Source: an optimization exercise on an open RTL-to-GDS flow (aim: small area, a short achievable clock period and few clock cycles). Production flows keep margins and buffers that such runs may drop. The RTL was checked by simulation tests, not by an equivalence proof against the original design. Power and IR drop assume default switching activity.

## the previous run
// hrrn_ready_queue_core
module hrrn_ready_queue_core (
    input  logic                             i_clk,
    input  logic                             i_rst_n,
    input  logic                             i_s_axis_tvalid,
    output logic                             o_s_axis_tready,
    input  logic [hrq_pkg::IN_DATA_W-1:0]    i_s_axis_tdata,
    input  logic [hrq_pkg::OP_W-1:0]         i_s_axis_tuser,
    output logic                             o_m_axis_tvalid,
    input  logic                             i_m_axis_tready,
    output logic [hrq_pkg::OUT_DATA_W-1:0]   o_m_axis_tdata
);
    localparam int N = hrq_pkg::DEPTH;
    logic        x_v;
    logic [1:0]  x_op;
    logic [60:0] x_d;
    logic [7:0]  in_id;
    logic [15:0] in_est;
    logic [15:0] in_wait;
    logic [20:0] in_prio;
    logic [1:0]  in_op;
    logic [19:0] in_d;
    assign in_id   = x_d[7:0];
    assign in_est  = x_d[23:8];
    assign in_wait = x_d[39:24];
    assign in_prio = x_d[60:40];
    assign in_op   = x_op;
    assign in_d    = add20({1'b0, in_est, 3'b000}, {3'b000, in_est, 1'b0});
    function automatic logic [19:0] add20(input logic [19:0] a, input logic [19:0] b);
        logic [19:0] g, p, x;
        logic [19:0] c;
        for (int i = 0; i < 20; i++) begin
            g[i] = a[i] & b[i];
            p[i] = a[i] | b[i];
            x[i] = a[i] ^ b[i];
        end
        for (int l = 0; l < 5; l++) begin
            for (int i = 0; i < 20; i++) begin
                if ((i >> l) & 1) begin
                    g[i] = g[i] | (p[i] & g[((i >> l) << l) - 1]);
                    p[i] = p[i] & p[((i >> l) << l) - 1];
                end
            end
        end
        c[0] = 1'b0;
  ...
Size: about 1400 flip-flops, ~88 I/O pins, about 75000 um2 of cells after synthesis.
make LEC_CHECK=0 CAP_MARGIN=20 CORE_MARGIN=2 CORE_UTILIZATION=40 SETUP_SLACK_MARGIN=0.8 SLEW_MARGIN=20 TNS_END_PERCENT=5 finish   # period 5.0 ns
run.sh (not shown) runs the stock make flow with config.mk's settings and CLKGATE_MAP_FILE= SYNTH_SCRIPT=/design/flow/synth_recipe.tcl, a recipe that flattens the netlist after the stock synthesis.
Testbench counts of the previous run, summed over its fixed seeds: cycles 8,086.
Changes in the current run relative to the previous run:
Settings: SETUP_SLACK_MARGIN: 0.8 -> 0.5.
[summary]
The hold slack of the current run was inferior to that of the previous run. Wire length on met3 (lower): the current run. Synthesized cell count: the previous run vs the current run — no meaningful difference. Global-route usage: the current run lower than the previous run. Power share of the combinational group: the current run lower than the previous run. On design internal power, the lower figure sits with the current run, not the previous run. Compared with the previous run, the current run improves switching component of the power.

## run A
hrrn_ready_queue_core again, from the RTL that the note above started with.
==> flow/config.mk <==
export PLATFORM = sky130hd
export DESIGN_NAME = hrrn_ready_queue_core
export DESIGN_NICKNAME = hrrn_ready_queue_core
export VERILOG_FILES = /design/flow/design.v
export SDC_FILE = /design/flow/constraint.sdc
export NUM_CORES = 4
export LEC_CHECK = 0
export CAP_MARGIN = 5
export CORE_MARGIN = 2
export CORE_UTILIZATION = 40
export SETUP_SLACK_MARGIN = 0.5
export SLEW_MARGIN = 5
==> flow/constraint.sdc <==
create_clock -name core_clock -period 5.0 [get_ports {i_clk}]
set_input_delay 1.0000 -clock core_clock [delete_from_list [all_inputs] [get_ports {i_clk}]]
set_output_delay 1.0000 -clock core_clock [all_outputs]
set_load 0.01 [all_outputs]
Testbench counts of run A, summed over its fixed seeds: cycles 8,086.
Input changes introduced in run B (baseline for comparison: run A):
Settings: SLEW_MARGIN changed from 5 to 20; CAP_MARGIN changed from 5 to 20; SETUP_SLACK_MARGIN changed from 0.5 to 0.3.
==> notes.md <==
Wire length of the first global-routing pass of run B falls short of that of run A slightly. ~same via count of the first global-routing pass in run B and run A. Comparing run B and run A, the lower clock period minus final worst setup slack was measured on run A. Run A → run B: cell area now smaller; total chip power decreased about 1.4%; via count decreased by 499 relative to the old numbers.
Edits applied to the flow inputs when going from run B to run C:
Settings: SETUP_SLACK_MARGIN: 0.3 -> 0.5.
==> notes.md <==
- [run C] final critical-path share of the clock period fell 0.94 points relative to run B
- For the post-route minimum period, run C came in 47 ps lower than run B did.
- Power share of the clock group: run B vs run C — no meaningful difference
- Largest net degree at the start of global routing ends up lower on run C.

==> separate check: timing with driven ports <==
How much do the figures lean on ideal ports? The routed layouts below were timed once more, with nothing changed but the port constraints. Step 1 assumes that a clkbuf_16 drives the clock port and a buf_2 every other input. Step 2 moves the port delays by t, midway between the first and last clock arrival at a register: inputs arrive t later, outputs are due t later. That takes back most of the time a late clock gives input paths. Slacks: ideal / step 1 / step 2; pairs: ideal / step 1.
run	t (ns)	slack for setup (ns)	worst setup path after step 2	worst slew at a driven data input, ns
the previous run	0.914	0.417 / 0.326 / 0.418	register to register	0.07
the current run	0.923	0.260 / 0.169 / 0.270	register to register	0.09
run A	0.919	0.355 / 0.257 / 0.401	register to register	0.09
run B	0.904	0.259 / 0.166 / 0.295	register to register	0.08
run C	0.927	0.306 / 0.215 / 0.413	register to register	0.09
After both steps setup and hold are still met in every run listed.
